Background: an optimization exercise with open tools, aiming at small area, a short achievable clock period and few clock cycles per item. Do not read the settings as production practice.
No activity file was given, so power comes from the tool's default toggle rates.

old:
==> flow/design.v <==
package srct_pkg;
    localparam int SLOTS = 8;
    localparam int IDX_W = (SLOTS > 1) ? $clog2(SLOTS) : 1;
    localparam logic KIND_CHECK   = 1'b0;
    localparam logic KIND_RESTORE = 1'b1;
endpackage
module session_replay_counter_table (
    input  logic        i_clk,
    input  logic        i_rst_n,
    input  logic        i_in_valid,
    output logic        o_in_ready,
    input  logic        i_in_kind,
    input  logic [31:0] i_in_sess,
    input  logic [31:0] i_in_counter,
    output logic        o_out_valid,
    input  logic        i_out_ready,
    output logic        o_out_accepted
);
    localparam int SLOTS = srct_pkg::SLOTS;
    localparam int NB    = 4;   
    logic [SLOTS-1:0] r_valid;
    logic [31:0]      r_sess [SLOTS];
    logic [31:0]      r_ctr  [SLOTS];
    logic             r_v1;
    logic             r_kind1;
    logic [31:0]      r_sess1;
    logic [31:0]      r_c1;
    logic             r_v2;       
    logic [SLOTS-1:0] r_sel2;     
    logic             r_any2;     
    logic             r_force2;   
    logic [31:0]      r_c2;       
    logic             r_v3;
    logic [SLOTS-1:0] r_sel3;
    logic             r_any3;
    logic             r_force3;
    logic [31:0]      r_c3;
    logic [NB-1:0]    r_gb3;      
    logic [NB-1:0]    r_eb3;      
    logic [NB-1:0]    r_gf3;      
    logic [NB-1:0]    r_ef3;      
    logic             r_same3;    
    logic             r_wr4;      
    logic [2:0]       r_qcnt;
    logic [4:0]       r_qacc;
    logic             r_ovalid;   
    logic             r_ready;
    logic [SLOTS-1:0] w_hit;
    logic [SLOTS-1:0] w_first_free;
    logic [SLOTS-1:0] w_sel;
    logic             w_any_hit;
    logic             w_seen_free;
    logic             w_cnz;
    logic             w_take;
    logic             w_alloc;
    logic [31:0]      w_hctr;
    logic [NB-1:0]    w_gb;
    logic [NB-1:0]    w_eb;
    logic [NB-1:0]    w_gf;
    logic [NB-1:0]    w_ef;
    logic [NB-1:0]    w_g3;
    logic [NB-1:0]    w_e3;
    logic             w_gt;
    logic             w_wr3;
    logic             w_acc3;
    logic             w_pop;
    assign w_take = i_in_valid && r_ready;
    assign w_cnz  = (r_c1 != 32'd0);
    always_comb begin
        w_seen_free = 1'b0;
        for (int i = 0; i < SLOTS; i++) begin
            w_hit[i]        = r_valid[i] && (r_sess[i] == r_sess1);
            w_first_free[i] = !r_valid[i] && !w_seen_free;
            w_seen_free     = w_seen_free || !r_valid[i];
        end
        w_any_hit = |w_hit;
        w_alloc   = w_cnz && !w_any_hit && w_seen_free;
        w_sel     = w_any_hit ? w_hit : (w_first_free & {SLOTS{w_alloc}});
    end
    always_comb begin
        w_hctr = '0;
        for (int i = 0; i < SLOTS; i++)
            if (r_sel2[i]) w_hctr = w_hctr | r_ctr[i];
        for (int b = 0; b < NB; b++) begin
            w_gb[b] = r_c2[8*b +: 8] >  w_hctr[8*b +: 8];
            w_eb[b] = r_c2[8*b +: 8] == w_hctr[8*b +: 8];
            w_gf[b] = r_c2[8*b +: 8] >  r_c3[8*b +: 8];
            w_ef[b] = r_c2[8*b +: 8] == r_c3[8*b +: 8];
        end
    end
    always_comb begin
        if (r_same3 && r_wr4) begin
            w_g3 = r_gf3;
            w_e3 = r_ef3;
        end else begin
            w_g3 = r_gb3;
            w_e3 = r_eb3;
        end
        w_gt = w_g3[3] ||
               (w_e3[3] && (w_g3[2] ||
                            (w_e3[2] && (w_g3[1] ||
                                         (w_e3[1] && w_g3[0])))));
        w_wr3  = r_force3 || w_gt;
        w_acc3 = r_any3 && w_wr3;
    end
    always_ff @(posedge i_clk) begin
        for (int i = 0; i < SLOTS; i++) begin
            if (w_first_free[i])           r_sess[i] <= r_sess1;
            if (r_sel3[i] && w_wr3)        r_ctr[i]  <= r_c3;
        end
        r_kind1  <= i_in_kind;
        r_sess1  <= i_in_sess;
        r_c1     <= i_in_counter;
        r_c2     <= r_c1;
        r_force2 <= w_alloc || (r_kind1 && w_cnz);
        r_c3     <= r_c2;
        r_force3 <= r_force2;
        r_gb3    <= w_gb;
        r_eb3    <= w_eb;
        r_gf3    <= w_gf;
        r_ef3    <= w_ef;
        r_same3  <= |(r_sel2 & r_sel3);
        r_wr4    <= w_wr3;
    end
    logic [4:0] n_qacc;
    logic [2:0] n_qcnt;
    always_comb begin
        n_qacc = r_qacc;
        n_qcnt = r_qcnt;
        if (w_pop) begin
            n_qacc = {1'b0, r_qacc[4:1]};
            n_qcnt = n_qcnt - 3'd1;
        end
        if (r_v3) begin
            n_qacc[n_qcnt] = w_acc3;
            n_qcnt              = n_qcnt + 3'd1;
        end
    end
    assign w_pop = r_ovalid && i_out_ready;
    always_ff @(posedge i_clk) begin
        if (!i_rst_n) begin
            r_valid  <= '0;
            r_v1     <= 1'b0;
            r_v2     <= 1'b0;
            r_sel2   <= '0;
            r_any2   <= 1'b0;
            r_v3     <= 1'b0;
            r_sel3   <= '0;
            r_any3   <= 1'b0;
            r_qcnt   <= 3'd0;
            r_ovalid <= 1'b0;
            r_ready  <= 1'b1;
        end else begin
            r_valid  <= r_valid | (w_first_free & {SLOTS{r_v1 && w_alloc}});
            r_v1     <= w_take;
            r_v2     <= r_v1;
            r_sel2   <= w_sel & {SLOTS{r_v1}};
            r_any2   <= r_v1 && (w_any_hit || w_alloc);
            r_v3     <= r_v2;
            r_sel3   <= r_sel2;
            r_any3   <= r_any2;
            r_qcnt   <= n_qcnt;
            r_ovalid <= (n_qcnt != 3'd0);
            r_ready  <= ({1'b0, n_qcnt} + {3'b0, r_v2} + {3'b0, r_v1} +
                         {3'b0, w_take}) < 4'd5;
        end
        r_qacc <= n_qacc;
    end
    assign o_in_ready     = r_ready;
    assign o_out_valid    = r_ovalid;
    assign o_out_accepted = r_qacc[0];
endmodule
make LEC_CHECK=0 CAP_MARGIN=20 CORE_MARGIN=2 CORE_UTILIZATION=60 CTS_CLUSTER_DIAMETER=80 CTS_CLUSTER_SIZE=20 SETUP_SLACK_MARGIN=3.4 SLEW_MARGIN=20 finish   # period 6.0 ns
run.sh (not shown) runs the stock make flow with config.mk's settings and CLKGATE_MAP_FILE= SYNTH_SCRIPT=/design/flow/synth_recipe.tcl, a recipe that flattens the netlist after the stock synthesis.
old completed end to end with timing, DRC and antenna clean.
Input-level comparison between new and old:
diff --git a/flow/design.v b/flow/design.v
--- a/flow/design.v
+++ b/flow/design.v
@@ -19,14 +19,10 @@
     localparam int SLOTS = srct_pkg::SLOTS;
     localparam int NB    = 4;   
     logic [SLOTS-1:0] r_valid;
     logic [31:0]      r_sess [SLOTS];
     logic [31:0]      r_ctr  [SLOTS];
-    logic             r_v1;
-    logic             r_kind1;
-    logic [31:0]      r_sess1;
-    logic [31:0]      r_c1;
     logic             r_v2;       
     logic [SLOTS-1:0] r_sel2;     
     logic             r_any2;     
     logic             r_force2;   
     logic [31:0]      r_c2;       
@@ -40,11 +36,11 @@
     logic [NB-1:0]    r_gf3;      
     logic [NB-1:0]    r_ef3;      
     logic             r_same3;    
     logic             r_wr4;      
     logic [2:0]       r_qcnt;
-    logic [4:0]       r_qacc;
+    logic [3:0]       r_qacc;
     logic             r_ovalid;   
     logic             r_ready;
     logic [SLOTS-1:0] w_hit;
     logic [SLOTS-1:0] w_first_free;
     logic [SLOTS-1:0] w_sel;
@@ -63,15 +59,15 @@
     logic             w_gt;
     logic             w_wr3;
     logic             w_acc3;
     logic             w_pop;
     assign w_take = i_in_valid && r_ready;
-    assign w_cnz  = (r_c1 != 32'd0);
+    assign w_cnz  = (i_in_counter != 32'd0);
     always_comb begin
         w_seen_free = 1'b0;
         for (int i = 0; i < SLOTS; i++) begin
-            w_hit[i]        = r_valid[i] && (r_sess[i] == r_sess1);
+            w_hit[i]        = r_valid[i] && (r_sess[i] == i_in_sess);
             w_first_free[i] = !r_valid[i] && !w_seen_free;
             w_seen_free     = w_seen_free || !r_valid[i];
         end
         w_any_hit = |w_hit;
         w_alloc   = w_cnz && !w_any_hit && w_seen_free;
@@ -103,68 +99,62 @@
         w_wr3  = r_force3 || w_gt;
         w_acc3 = r_any3 && w_wr3;
     end
     always_ff @(posedge i_clk) begin
         for (int i = 0; i < SLOTS; i++) begin
-            if (w_first_free[i])           r_sess[i] <= r_sess1;
+            if (w_first_free[i])           r_sess[i] <= i_in_sess;
             if (r_sel3[i] && w_wr3)        r_ctr[i]  <= r_c3;
         end
-        r_kind1  <= i_in_kind;
-        r_sess1  <= i_in_sess;
-        r_c1     <= i_in_counter;
-        r_c2     <= r_c1;
-        r_force2 <= w_alloc || (r_kind1 && w_cnz);
+        r_c2     <= i_in_counter;
+        r_force2 <= w_alloc || (i_in_kind && w_cnz);
         r_c3     <= r_c2;
         r_force3 <= r_force2;
         r_gb3    <= w_gb;
         r_eb3    <= w_eb;
         r_gf3    <= w_gf;
         r_ef3    <= w_ef;
         r_same3  <= |(r_sel2 & r_sel3);
         r_wr4    <= w_wr3;
     end
-    logic [4:0] n_qacc;
+    logic [3:0] n_qacc;
     logic [2:0] n_qcnt;
     always_comb begin
         n_qacc = r_qacc;
         n_qcnt = r_qcnt;
         if (w_pop) begin
-            n_qacc = {1'b0, r_qacc[4:1]};
+            n_qacc = {1'b0, r_qacc[3:1]};
             n_qcnt = n_qcnt - 3'd1;
         end
         if (r_v3) begin
-            n_qacc[n_qcnt] = w_acc3;
+            n_qacc[n_qcnt[1:0]] = w_acc3;
             n_qcnt              = n_qcnt + 3'd1;
         end
     end
     assign w_pop = r_ovalid && i_out_ready;
     always_ff @(posedge i_clk) begin
         if (!i_rst_n) begin
             r_valid  <= '0;
-            r_v1     <= 1'b0;
             r_v2     <= 1'b0;
             r_sel2   <= '0;
             r_any2   <= 1'b0;
             r_v3     <= 1'b0;
             r_sel3   <= '0;
             r_any3   <= 1'b0;
             r_qcnt   <= 3'd0;
             r_ovalid <= 1'b0;
             r_ready  <= 1'b1;
         end else begin
-            r_valid  <= r_valid | (w_first_free & {SLOTS{r_v1 && w_alloc}});
-            r_v1     <= w_take;
-            r_v2     <= r_v1;
-            r_sel2   <= w_sel & {SLOTS{r_v1}};
-            r_any2   <= r_v1 && (w_any_hit || w_alloc);
+            r_valid  <= r_valid | (w_first_free & {SLOTS{w_take && w_alloc}});
+            r_v2     <= w_take;
+            r_sel2   <= w_sel & {SLOTS{w_take}};
+            r_any2   <= w_take && (w_any_hit || w_alloc);
             r_v3     <= r_v2;
             r_sel3   <= r_sel2;
             r_any3   <= r_any2;
             r_qcnt   <= n_qcnt;
             r_ovalid <= (n_qcnt != 3'd0);
-            r_ready  <= ({1'b0, n_qcnt} + {3'b0, r_v2} + {3'b0, r_v1} +
-                         {3'b0, w_take}) < 4'd5;
+            r_ready  <= ({1'b0, n_qcnt} + {3'b0, r_v2} + {3'b0, w_take}) < 4'd4;
         end
         r_qacc <= n_qacc;
     end
     assign o_in_ready     = r_ready;
     assign o_out_valid    = r_ovalid;
Placed cell count: old and new compared, higher one is old
Of old and new, the run reporting the higher initial detailed-routing violation count was new.
Cmp old and new / final critical-path required period / higher: new
Launching element of the worst setup path = i_in_sess[29]: new; launching element of the worst setup path = i_out_ready: old
Diff old -> new: number of storage elements in the synthesis netlist now sits lower, share of power burned in the clock network now sits lower, required time at the worst-slack endpoint now sits at about the same level, inserted tap cell count now sits lower.
new closes out successfully: all stages finished, all timing, DRC and antenna checks passed.
Comparing the two runs side by side, new comes out ahead of old on hold slack.
Diff old..new | non-clock buffering overhead in the final layout | negligible
No run of this note included a check of the RTL's function; only the layout flow was run.

==> what the ideal ports hide <==
The results above use ideal ports. As a check the final layouts listed here were re-extracted and re-timed, cells and wires unchanged.
Step 1 sets driving cells, clkbuf_16 on the clock port and buf_2 on the other inputs (assumed; they add their load-dependent delay and slew).
Step 2 adds t to the input delays and takes it off the output delays; t is the mean of the earliest and latest rising clock arrival at the registers after step 1. Input paths then give back, and output paths get back, about the clock's delay inside the block.
Slacks: no drivers / after step 1 / after step 2; pairs: no drivers / after step 1.
| run | t, ns | slack for setup (ns) | slew at the worst register clock pin (ns) | cell pins on the clock port's net |
|---|---|---|---|---|
| old | 0.638 | 3.258 / 3.290 / 2.652 | 0.09 / 0.09 | 1 |
| new | 0.629 | 3.226 / 3.249 / 2.619 | 0.09 / 0.09 | 1 |
After both steps setup and hold are still met in every run listed. For new, which loses most, drivers alone change the setup slack by +0.023 ns; drivers and shift together by -0.607 ns.
